This is an optimization exercise on Yosys and OpenROAD, whose aim is small area, a short achievable clock period and few clock cycles per item, not a production implementation.
Function was checked by simulation only, so behaviour that the tests miss may differ from the original.
Power and IR drop assume default switching activity.

## bitmap_table_with_find_first_unit
module bitmap_table_with_find_first_unit (
   input  logic        clock,
   input  logic        reset,
   input  logic        req_valid,
   output logic        req_ready,
   input  logic [2:0]  req_type,
   input  logic [9:0]  req_position,
   input  logic [7:0]  req_value,
   output logic        rsp_valid,
   input  logic        rsp_ready,
   output logic        rsp_bit_value,
   output logic        rsp_found,
   output logic [9:0]  rsp_found_position,
   output logic        rsp_all_equal,
   output logic        rsp_bad_position,
   input  logic        csr_psel,
   input  logic        csr_penable,
   input  logic        csr_pwrite,
   input  logic [2:0]  csr_paddr,
   input  logic [31:0] csr_pwdata,
   output logic [31:0] csr_prdata,
   output logic        csr_pready
);
For scale: roughly 4500 cells after synthesis, ~1400 flip-flops, ~58000 sq um of cells after synthesis.
Settings: LEC_CHECK=0, CAP_MARGIN=30, CELL_PAD_IN_SITES_DETAIL_PLACEMENT=1, CELL_PAD_IN_SITES_GLOBAL_PLACEMENT=2, CORE_MARGIN=2, CORE_UTILIZATION=45, CTS_CLUSTER_DIAMETER=80, CTS_CLUSTER_SIZE=30, PLACE_DENSITY=0.65, SETUP_SLACK_MARGIN=3.75, SLEW_MARGIN=30; clock period 7.0 ns.
run.sh (not shown) runs the stock make flow with config.mk's settings and CLKGATE_MAP_FILE= SYNTH_SCRIPT=/design/flow/synth_recipe.tcl, a recipe that flattens the netlist after the stock synthesis.
Testbench counts at the start, summed over its fixed seeds: cycles 6,432, requests 6,400.
Next try:
--- a/flow/config.mk
+++ b/flow/config.mk
@@ -12,5 +12,5 @@
-export CORE_UTILIZATION = 45
-export CTS_CLUSTER_DIAMETER = 80
-export CTS_CLUSTER_SIZE = 30
-export PLACE_DENSITY = 0.65
-export SETUP_SLACK_MARGIN = 3.75
+export CORE_UTILIZATION = 40
+export CTS_CLUSTER_DIAMETER = 60
+export CTS_CLUSTER_SIZE = 24
+export PLACE_DENSITY = 0.55
+export SETUP_SLACK_MARGIN = 3.5
The changed run finished clean.
Cell area came out higher by 1.2%.
Die area came out higher by 12%.
Total power came out higher by 12%.
Wire length came out higher by 2.3%.
Synthesized cell count does not change.
Worst hold slack got worse by 0.011 ns.

* * *

Setup of run 1:
bitmap_table_with_find_first_unit again, from the RTL that the note above started with.
==> flow/design.v (excerpt) <==
module bitmap_table_with_find_first_unit (
   input  logic        clock,
   input  logic        reset,
   input  logic        req_valid,
   output logic        req_ready,
   input  logic [2:0]  req_type,
   input  logic [9:0]  req_position,
   input  logic [7:0]  req_value,
   output logic        rsp_valid,
   input  logic        rsp_ready,
   output logic        rsp_bit_value,
   output logic        rsp_found,
   output logic [9:0]  rsp_found_position,
   output logic        rsp_all_equal,
   output logic        rsp_bad_position,
   input  logic        csr_psel,
   input  logic        csr_penable,
   input  logic        csr_pwrite,
   input  logic [2:0]  csr_paddr,
   input  logic [31:0] csr_pwdata,
   output logic [31:0] csr_prdata,
   output logic        csr_pready
);
make LEC_CHECK=0 CAP_MARGIN=30 CELL_PAD_IN_SITES_DETAIL_PLACEMENT=1 CELL_PAD_IN_SITES_GLOBAL_PLACEMENT=2 CORE_MARGIN=2 CORE_UTILIZATION=35 CTS_CLUSTER_DIAMETER=60 CTS_CLUSTER_SIZE=24 PLACE_DENSITY=0.45 SETUP_SLACK_MARGIN=3.5 SLEW_MARGIN=30 finish   # period 7.0 ns
Run 1 was carried through to the last stage, and its layout satisfied the timing, DRC and antenna checks.
Testbench counts of run 1, summed over its fixed seeds: cycles 6,432, requests 6,400.
Edits applied to the flow inputs when going from run 1 to run 2:
Settings: CAP_MARGIN changed from 30 to 25; SLEW_MARGIN changed from 30 to 25; CTS_CLUSTER_SIZE changed from 24 to 30; CORE_UTILIZATION changed from 35 to 45; CTS_CLUSTER_DIAMETER changed from 60 to 80; PLACE_DENSITY changed from 0.45 to 0.65.
## What came out
Compared run 2 vs run 1, and worst-case vdd ir drop is down in run 2.
| share of the cycle needed by the critical path after routing | run 2 vs run 1 | 1.8 points higher |
Relative to run 1, the global-route wire length before repair of run 2 is lower by 8.1%.
Measured against each other, run 1 and run 2 differ in power, the lower figure coming from run 2.
Run 1 → run 2: first-pass iteration count of the detailed router went down by 1; global routing met2 resource utilization went up 6.6 points; die outline area down about 22%.
In run 2, the wire length came out 8.9% below the value in run 1.
When run 2 is measured against run 1, its share of total power in combinational logic turns out 1.8 points higher.
Changes in run 3 relative to run 2:
Settings: a change of SETUP_SLACK_MARGIN from 3.5 to 3.75; a change of SLEW_MARGIN from 25 to 30; a change of CORE_UTILIZATION from 45 to 40; a change of PLACE_DENSITY from 0.65 to 0.55; a change of CAP_MARGIN from 25 to 30.
### Flow results
Worst setup slack (run 3 over run 2): increase, 160 ps. Going from run 2 to run 3, post-CTS setup-driven buffer insertion count grows by 54. Compared with run 2, run 3 shows total power after layout that has gone up by a few percent. The buffering stage count on the worst path with inverters included in run 3 sits 1 above the value recorded for run 2. From run 2 to run 3 the numbers moved as follows: synthesized cell count saw little to no change; power share of the combinational group saw a decrease; total wirelength of the detailed-routed design saw an increase; number of cells on the critical path saw an increase; via count saw an increase. Lower global routing met2 resource utilization was reported by run 3, not run 2.
Relative to run 3, the following input files were edited for run 4:
Settings: swapping 40 for 45 in CORE_UTILIZATION; swapping 0.55 for 0.65 in PLACE_DENSITY; swapping 3.75 for 3.5 in SETUP_SLACK_MARGIN.
Results
- NOTE: number of filler instances in the final layout in run 4 falls short of that of run 3
- Area of all placed cells without fillers shrinks by a few percent when moving from run 3 to run 4.
- [compare] base=run 3 new=run 4: clock buffer count in the final layout lost 12; layout cell share with drive strength beyond 1 now smaller.
- NOTE total power run 3->run 4 decreased by a few percent
- On global route total overflow, run 4 and run 3 are neck and neck.

* * *

bitmap_table_with_find_first_unit again, from the RTL that the note above started with.
Settings: LEC_CHECK=0, CAP_MARGIN=30, CELL_PAD_IN_SITES_DETAIL_PLACEMENT=1, CELL_PAD_IN_SITES_GLOBAL_PLACEMENT=2, CORE_MARGIN=2, CORE_UTILIZATION=50, CTS_CLUSTER_DIAMETER=60, CTS_CLUSTER_SIZE=24, PLACE_DENSITY=0.72, SETUP_SLACK_MARGIN=3.75, SLEW_MARGIN=30; clock period 7.0 ns.
Testbench counts at the start, summed over its fixed seeds: cycles 6,432, requests 6,400.
Next try:
- CORE_UTILIZATION: 50 -> 45
- PLACE_DENSITY: 0.72 -> 0.65
Result:
- The new run ran to the end with no violations
- worst hold slack stays flat
- utilization went down by 6.0 points
- final cell count went up by a few percent
- combinational power went down by a few percent
- routed wire length went up by a few percent
- design area stays flat
- worst setup slack gets better by 0.044 ns
- synthesized cell count does not change
- die area went up by roughly a tenth

what the ideal ports hide:
How much do the figures lean on ideal ports? The routed layouts below were timed once more, with nothing changed but the port constraints. Step 1 assumes that a clkbuf_16 drives the clock port and a buf_2 every other input. Step 2, shift: input delay + t, output delay - t, t = (earliest + latest rising clock arrival at the registers) / 2. This alone moves slack from input paths to output paths. a / b / c = no drivers / after step 1 / after step 2; a / b = the first two.
run	t, ns	setup slack, ns	hold slack, ns	worst data-port slew with drivers (ns)	pins driven straight from the clock port
the first run of note 1	0.821	3.463 / 3.463 / 3.075	0.336 / 0.336 / 0.336	0.05	1
the second run of note 1	0.867	3.438 / 3.438 / 2.907	0.325 / 0.325 / 0.325	0.04	1
run 1	0.899	3.447 / 3.447 / 2.847	0.324 / 0.324 / 0.324	0.04	1
run 2	0.824	3.323 / 3.323 / 2.996	0.323 / 0.323 / 0.323	0.04	1
run 3	0.829	3.481 / 3.481 / 3.110	0.336 / 0.336 / 0.336	0.05	1
run 4	0.829	3.381 / 3.381 / 3.051	0.339 / 0.339 / 0.339	0.04	1
the first run of note 3	0.849	3.439 / 3.439 / 3.043	0.329 / 0.329 / 0.329	0.05	1
the second run of note 3	0.857	3.483 / 3.483 / 3.077	0.327 / 0.327 / 0.327	0.05	1
After both steps setup and hold are still met in every run listed. For run 1, which loses most, drivers alone change the setup slack by 0.000 ns; drivers and shift together by -0.600 ns.
